From an optimization exercise on the open Yosys and OpenROAD flow, aimed at small area and a short achievable clock period; shortcuts taken in it are not production practice.
The RTL was checked by simulation tests, not by an equivalence proof against the original design.

==> exp/zinc: inputs <==
==> flow/design.v (excerpt) <==
module regfile_sb #(
  parameter int XLEN     = 32,
  parameter int NREGS    = 32,
  parameter int NREAD    = 2,
  parameter int BYPASS   = 1,
  parameter int ZERO_REG = 1,
  localparam int AW      = $clog2(NREGS)
) (
  input  logic                  clk,
  input  logic                  rst_n,
  input  logic                  wr_en,
  input  logic [AW-1:0]         wr_addr,
  input  logic [XLEN-1:0]       wr_data,
  input  logic [NREAD*AW-1:0]   rd_addr,
  output logic [NREAD*XLEN-1:0] rd_data,
  output logic [NREAD-1:0]      rd_busy,
  input  logic                  sb_set,
  input  logic [AW-1:0]         sb_addr,
  input  logic                  flush,
  output logic [NREGS-1:0]      busy_vec,
  output logic [AW:0]           pend_cnt
);
==> module regfile_sb, before the edit <==
module regfile_sb #(
  parameter int XLEN     = 32,
  parameter int NREGS    = 32,
  parameter int NREAD    = 2,
  parameter int BYPASS   = 1,
  parameter int ZERO_REG = 1,
  localparam int AW      = $clog2(NREGS)
) (
  input  logic                  clk,
  input  logic                  rst_n,
  input  logic                  wr_en,
  input  logic [AW-1:0]         wr_addr,
  input  logic [XLEN-1:0]       wr_data,
  input  logic [NREAD*AW-1:0]   rd_addr,
  output logic [NREAD*XLEN-1:0] rd_data,
  output logic [NREAD-1:0]      rd_busy,
  input  logic                  sb_set,
  input  logic [AW-1:0]         sb_addr,
  input  logic                  flush,
  output logic [NREGS-1:0]      busy_vec,
  output logic [AW:0]           pend_cnt
);
  logic [XLEN-1:0]  data_q [1:NREGS-1];
  logic [NREGS-1:1] vld_q;
  logic [NREGS-1:1] busy_q;
  logic [AW:0]      cnt_q;
  logic [NREGS-1:1] we;
  logic [NREGS-1:1] set;
  always_comb begin
    for (int r = 1; r < NREGS; r++) begin
      we[r]  = wr_en && (wr_addr == AW'(r));
      set[r] = sb_set && (sb_addr == AW'(r));
    end
  end
  logic inc, dec;
  assign inc = |(set & ~busy_q);
  assign dec = |(we & busy_q & ~set);
  always_ff @(posedge clk) begin
    for (int r = 1; r < NREGS; r++) begin
      if (we[r]) data_q[r] <= wr_data;
    end
  end
  always_ff @(posedge clk or negedge rst_n) begin
    if (!rst_n) begin
      vld_q  <= '0;
      busy_q <= '0;
      cnt_q  <= '0;
    end else begin
      for (int r = 1; r < NREGS; r++) begin
        if (we[r]) vld_q[r] <= 1'b1;
        if (flush)       busy_q[r] <= 1'b0;
        else if (set[r]) busy_q[r] <= 1'b1;
        else if (we[r])  busy_q[r] <= 1'b0;
      end
      if (flush)            cnt_q <= '0;
      else if (inc && !dec) cnt_q <= cnt_q + 1'b1;
      else if (dec && !inc) cnt_q <= cnt_q - 1'b1;
    end
  end
  assign busy_vec = {busy_q, 1'b0};
  assign pend_cnt = cnt_q;
  for (genvar i = 0; i < NREAD; i++) begin : g_rd
    logic [AW-1:0]    a;
    logic             byp;
    logic [3:0]       pa;                
    logic [7:0]       pb;                
    logic [NREGS-1:1] sel;
    assign a   = rd_addr[i*AW +: AW];
    assign byp = wr_en && (wr_addr == a) && (a != '0);
    for (genvar k = 0; k < 4; k++) begin : g_pa
      assign pa[k] = (a[1:0] == 2'(k));
    end
    for (genvar k = 0; k < 8; k++) begin : g_pb
      assign pb[k] = (a[4:2] == 3'(k));
    end
    for (genvar r = 1; r < NREGS; r++) begin : g_sel
      rf_and3 u_s (.a(pa[r % 4]), .b(pb[r / 4]), .c(vld_q[r]),  .y(sel[r]));
    end
    assign rd_busy[i] = busy_vec[a] && !byp;
    for (genvar b = 0; b < XLEN; b++) begin : g_bit
      logic [10:0] g;
      logic [2:0]  n;
      for (genvar k = 0; k < 10; k++) begin : g_g
        rf_aoi222 u (.a1(sel[3*k+1]), .b1(data_q[3*k+1][b]),
                     .a2(sel[3*k+2]), .b2(data_q[3*k+2][b]),
                     .a3(sel[3*k+3]), .b3(data_q[3*k+3][b]), .y(g[k]));
      end
      rf_nand2 u_g10 (.a(sel[31]), .b(data_q[31][b]), .y(g[10]));
      rf_nand4 u_n0 (.a(g[0]), .b(g[1]), .c(g[2]),  .d(g[3]), .y(n[0]));
      rf_nand4 u_n1 (.a(g[4]), .b(g[5]), .c(g[6]),  .d(g[7]), .y(n[1]));
      rf_nand3 u_n2 (.a(g[8]), .b(g[9]), .c(g[10]),            .y(n[2]));
      rf_out   u_o  (.n(n), .byp(byp), .wd(wr_data[b]), .y(rd_data[i*XLEN + b]));
    end
  end
endmodule
==> module rf_and3, before the edit <==
module rf_and3 (input logic a, b, c, output logic y);
  assign y = a & b & c;
endmodule
make LEC_CHECK=0 CAP_MARGIN=20 CORE_MARGIN=2 CORE_UTILIZATION=30 SETUP_SLACK_MARGIN=3 SLEW_MARGIN=20 SYNTH_HIERARCHICAL=1 SYNTH_MINIMUM_KEEP_SIZE=0 finish   # period 9.0 ns
run.sh (not shown) runs the stock make flow with config.mk's settings and CLKGATE_MAP_FILE= SYNTH_SCRIPT=/design/flow/synth_recipe.tcl, a recipe that flattens the netlist after the stock synthesis.
==> exp/lagoon: changes against exp/zinc <==
--- a/flow/design.v
+++ b/flow/design.v
@@ -64,3 +64,2 @@
     logic             byp;
-    logic [3:0]       pa;                
     logic [7:0]       pb;                
@@ -69,10 +68,7 @@
     assign byp = wr_en && (wr_addr == a) && (a != '0);
-    for (genvar k = 0; k < 4; k++) begin : g_pa
-      assign pa[k] = (a[1:0] == 2'(k));
-    end
     for (genvar k = 0; k < 8; k++) begin : g_pb
-      assign pb[k] = (a[4:2] == 3'(k));
+      rf_dec3 #(.V(k)) u_pb (.a(a[4:2]), .y(pb[k]));
     end
     for (genvar r = 1; r < NREGS; r++) begin : g_sel
-      rf_and3 u_s (.a(pa[r % 4]), .b(pb[r / 4]), .c(vld_q[r]),  .y(sel[r]));
+      rf_sel #(.V(r % 4)) u_s (.a(a[1:0]), .p(pb[r / 4]), .v(vld_q[r]), .y(sel[r]));
     end
@@ -101,4 +97,7 @@
 endmodule
-module rf_and3 (input logic a, b, c, output logic y);
-  assign y = a & b & c;
+module rf_dec3 #(parameter int V = 0) (input logic [2:0] a, output logic y);
+  assign y = (a == 3'(V));
+endmodule
+module rf_sel #(parameter int V = 0) (input logic [1:0] a, input logic p, v, output logic y);
+  assign y = (a == 2'(V)) && p && v;
 endmodule
==> flow/flow/run.sh (new file) <==
#!/bin/bash
# Layout flow: the standard flow (standard.sh), unchanged synthesis, then the rest of the
# standard flow with two settings changed:
#  - port buffers are buf_2 (buffer_ports' own default pick is a slow delay cell);
#  - the resizer does not use the delay cells (clkdlybuf4s*, dlygate*, dlymetal*).
# Each step's full output is in synth.log and layout.log here, and ORFS's own logs in orfs/logs.
set -euo pipefail
bash standard.sh synth > synth.log 2>&1
export BUFFER_PORTS_ARGS="-buffer_cell sky130_fd_sc_hd__buf_2"
export DONT_USE_CELLS="sky130_fd_sc_hd__clkdlybuf4s15_1 sky130_fd_sc_hd__clkdlybuf4s15_2 sky130_fd_sc_hd__clkdlybuf4s18_1 sky130_fd_sc_hd__clkdlybuf4s18_2 sky130_fd_sc_hd__clkdlybuf4s25_1 sky130_fd_sc_hd__clkdlybuf4s25_2 sky130_fd_sc_hd__clkdlybuf4s50_1 sky130_fd_sc_hd__clkdlybuf4s50_2 sky130_fd_sc_hd__dlygate4sd1_1 sky130_fd_sc_hd__dlygate4sd2_1 sky130_fd_sc_hd__dlygate4sd3_1 sky130_fd_sc_hd__dlymetal6s2s_1 sky130_fd_sc_hd__dlymetal6s4s_1 sky130_fd_sc_hd__dlymetal6s6s_1 "
bash standard.sh > layout.log 2>&1
==> flow/standard.sh (new file) <==
#!/bin/bash
# synth_recipe.tcl (not shown) runs the flow's synth.tcl, then flattens the netlist and writes it again
# the make line also repeats each setting of config.mk as NAME=value (left out here)
make -C /OpenROAD-flow-scripts/flow DESIGN_CONFIG=/design/flow/config.mk WORK_HOME=/design/flow/orfs CLKGATE_MAP_FILE= SYNTH_SCRIPT=/design/flow/synth_recipe.tcl "${@:-finish}"
- CORE_UTILIZATION: 30 -> 60
- CTS_BUF_LIST: default -> sky130_fd_sc_hd__clkbuf_8
- CTS_CLUSTER_DIAMETER: default -> 80
- CTS_CLUSTER_SIZE: default -> 14
removed: flow/run.sh
==> exp/onyx: changes against exp/zinc <==
--- a/flow/design.v
+++ b/flow/design.v
@@ -37,6 +37,12 @@
   assign dec = |(we & busy_q & ~set);
+  logic [XLEN-1:0]  data_d [1:NREGS-1];
+  logic [NREGS-1:1] we_n;
+  assign we_n = ~we;
+  for (genvar r = 1; r < NREGS; r++) begin : g_wr
+    for (genvar b = 0; b < XLEN; b++) begin : g_b
+      rf_ao22 u_m (.a1(we[r]), .b1(wr_data[b]), .a2(we_n[r]), .b2(data_q[r][b]), .y(data_d[r][b]));
+    end
+  end
   always_ff @(posedge clk) begin
-    for (int r = 1; r < NREGS; r++) begin
-      if (we[r]) data_q[r] <= wr_data;
-    end
+    for (int r = 1; r < NREGS; r++) data_q[r] <= data_d[r];
   end
@@ -64,3 +70,2 @@
     logic             byp;
-    logic [3:0]       pa;                
     logic [7:0]       pb;                
@@ -69,10 +74,7 @@
     assign byp = wr_en && (wr_addr == a) && (a != '0);
-    for (genvar k = 0; k < 4; k++) begin : g_pa
-      assign pa[k] = (a[1:0] == 2'(k));
-    end
     for (genvar k = 0; k < 8; k++) begin : g_pb
-      assign pb[k] = (a[4:2] == 3'(k));
+      rf_dec3 #(.V(k)) u_pb (.a(a[4:2]), .y(pb[k]));
     end
     for (genvar r = 1; r < NREGS; r++) begin : g_sel
-      rf_and3 u_s (.a(pa[r % 4]), .b(pb[r / 4]), .c(vld_q[r]),  .y(sel[r]));
+      rf_sel #(.V(r % 4)) u_s (.a(a[1:0]), .p(pb[r / 4]), .v(vld_q[r]), .y(sel[r]));
     end
@@ -98,2 +100,5 @@
 endmodule
+module rf_ao22 (input logic a1, b1, a2, b2, output logic y);
+  assign y = (a1 & b1) | (a2 & b2);
+endmodule
 module rf_nand2 (input logic a, b, output logic y);
@@ -101,4 +106,7 @@
 endmodule
-module rf_and3 (input logic a, b, c, output logic y);
-  assign y = a & b & c;
+module rf_dec3 #(parameter int V = 0) (input logic [2:0] a, output logic y);
+  assign y = (a == 3'(V));
+endmodule
+module rf_sel #(parameter int V = 0) (input logic [1:0] a, input logic p, v, output logic y);
+  assign y = (a == 2'(V)) && p && v;
 endmodule
==> flow/flow/run.sh (new file) <==
#!/bin/bash
# Layout flow: the standard flow (standard.sh), unchanged synthesis, then the rest of the
# standard flow with two settings changed:
#  - port buffers are buf_2 (buffer_ports' own default pick is a slow delay cell);
#  - the resizer does not use the delay cells (clkdlybuf4s*, dlygate*, dlymetal*).
# Each step's full output is in synth.log and layout.log here, and ORFS's own logs in orfs/logs.
set -euo pipefail
bash standard.sh synth > synth.log 2>&1
export BUFFER_PORTS_ARGS="-buffer_cell sky130_fd_sc_hd__buf_2"
export DONT_USE_CELLS="sky130_fd_sc_hd__clkdlybuf4s15_1 sky130_fd_sc_hd__clkdlybuf4s15_2 sky130_fd_sc_hd__clkdlybuf4s18_1 sky130_fd_sc_hd__clkdlybuf4s18_2 sky130_fd_sc_hd__clkdlybuf4s25_1 sky130_fd_sc_hd__clkdlybuf4s25_2 sky130_fd_sc_hd__clkdlybuf4s50_1 sky130_fd_sc_hd__clkdlybuf4s50_2 sky130_fd_sc_hd__dlygate4sd1_1 sky130_fd_sc_hd__dlygate4sd2_1 sky130_fd_sc_hd__dlygate4sd3_1 sky130_fd_sc_hd__dlymetal6s2s_1 sky130_fd_sc_hd__dlymetal6s4s_1 sky130_fd_sc_hd__dlymetal6s6s_1 "
bash standard.sh > layout.log 2>&1
==> flow/standard.sh (new file) <==
#!/bin/bash
# synth_recipe.tcl (not shown) runs the flow's synth.tcl, then flattens the netlist and writes it again
# the make line also repeats each setting of config.mk as NAME=value (left out here)
make -C /OpenROAD-flow-scripts/flow DESIGN_CONFIG=/design/flow/config.mk WORK_HOME=/design/flow/orfs CLKGATE_MAP_FILE= SYNTH_SCRIPT=/design/flow/synth_recipe.tcl "${@:-finish}"
- CORE_UTILIZATION: 30 -> 45
- CTS_BUF_LIST: default -> sky130_fd_sc_hd__clkbuf_8
- CTS_CLUSTER_DIAMETER: default -> 80
- CTS_CLUSTER_SIZE: default -> 14
removed: flow/run.sh
==> flow_summary.toml <==
[sta]
post-route-period-util_pct = 68.4
finalWorstSetupSlack_ns = 2.84

[final_layout]
n_fill_cell = 4956
multi_input_area_share_pct = 25.5

[floorplanning]
coreArea_sq_um = 72700

[worst_setup_path]
r2r_slack_ns = 5.01
crit_chain = "buf_4, nor3b_2, and4bb_4, a222oi_1, nand4_1, nor4_1, a21oi_1, buf_2"

[status]
status = "complete, no violations"

[global_route]
grtUsageMet3_pct = 10.1

[power]
pg_seq_mw = 5.55
-- figures above: exp/lagoon

==> flow_summary.toml <==
[worst_setup_path]
crit_chain = "buf_6, buf_12, nor2b_4, buf_12, and3_4, buf_6, a222oi_1, nand4_1, nor4_4, a21oi_2, buf_2"
r2r_slack_ns = 5.40
critPathSlowestCell = "a222oi_1"

[final_layout]
clock_buffers = 137
multi_input_area_share_pct = 23.8
n_fill_cell = 13100

[yosys]
synth-compound-area-share_pct = 17.5
yosys.area_share.simple_pct = 7.52

[sta]
finalWorstSetupSlack_ns = 2.85
post-route-period-util_pct = 68.3

[status]
status = "complete, no violations"

[placement]
place_area_sq_um = 48700

[floorplanning]
die_x_um = 385

[clock_network]
clkSinkCount = 1060
-- figures above: exp/zinc

==> flow_summary.toml <==
[status]
status = "complete, no violations"

[sta]
finalWorstSetupSlack_ns = 2.83
clock.fmax_ghz = 0.162
post-route-period-util_pct = 68.5

[final_layout]
multi_input_area_share_pct = 44.0
n_fill_cell = 8372
finalNonFillerCells = 5286
n_all_buffers = 304

[worst_setup_path]
crit_end = "rd_data[49]"
crit_chain = "buf_12, buf_4, nor3b_4, and4b_2, a222oi_1, nand4_1, nor4_2, a21oi_1, buf_2"
r2r_slack_ns = 5.37

[global_route]
grtUsageMet3_pct = 12.6

[clock_network]
cts_resized = 125

[power]
pg_seq_mw = 6.37

[yosys]
synth_area_leaders = "dfxtp_1 (47%), a22o_1 (20%), a222oi_1 (15%)"
-- figures above: exp/onyx

-- afterwards: timing with drivers on the ports --
No port has a modelled driver above. Below, the same layouts with a new extraction and two added sets of constraints. Step 1 (the two cells are an assumption about what drives the block):
set clk [get_ports {clk}]
set_driving_cell -lib_cell sky130_fd_sc_hd__clkbuf_16 $clk
set_driving_cell -lib_cell sky130_fd_sc_hd__buf_2 [delete_from_list [all_inputs] $clk]
Step 2, shift: input delay + t, output delay - t, t = (earliest + latest rising clock arrival at the registers) / 2. This alone moves slack from input paths to output paths. Slacks: no drivers / after step 1 / after step 2; pairs: no drivers / after step 1.
| run | shift t [ns] | setup WS [ns] | worst setup path after step 2 | latest minus earliest clock arrival (ns) | slew at the worst register clock pin (ns) |
|---|---|---|---|---|---|
| exp/zinc | 0.786 | 2.853 / 2.794 / 2.469 | input to register | 0.074 / 0.075 | 0.07 / 0.07 |
| exp/lagoon | 0.790 | 2.843 / 2.819 / 2.819 | input to output | 0.050 / 0.050 | 0.11 / 0.11 |
| exp/onyx | 0.839 | 2.835 / 2.736 / 2.736 | input to output | 0.045 / 0.045 | 0.11 / 0.11 |
After both steps setup and hold are still met in every run listed. The setup slack of exp/zinc, which loses most, moves by -0.059 ns with the drivers and by -0.384 ns with both steps.
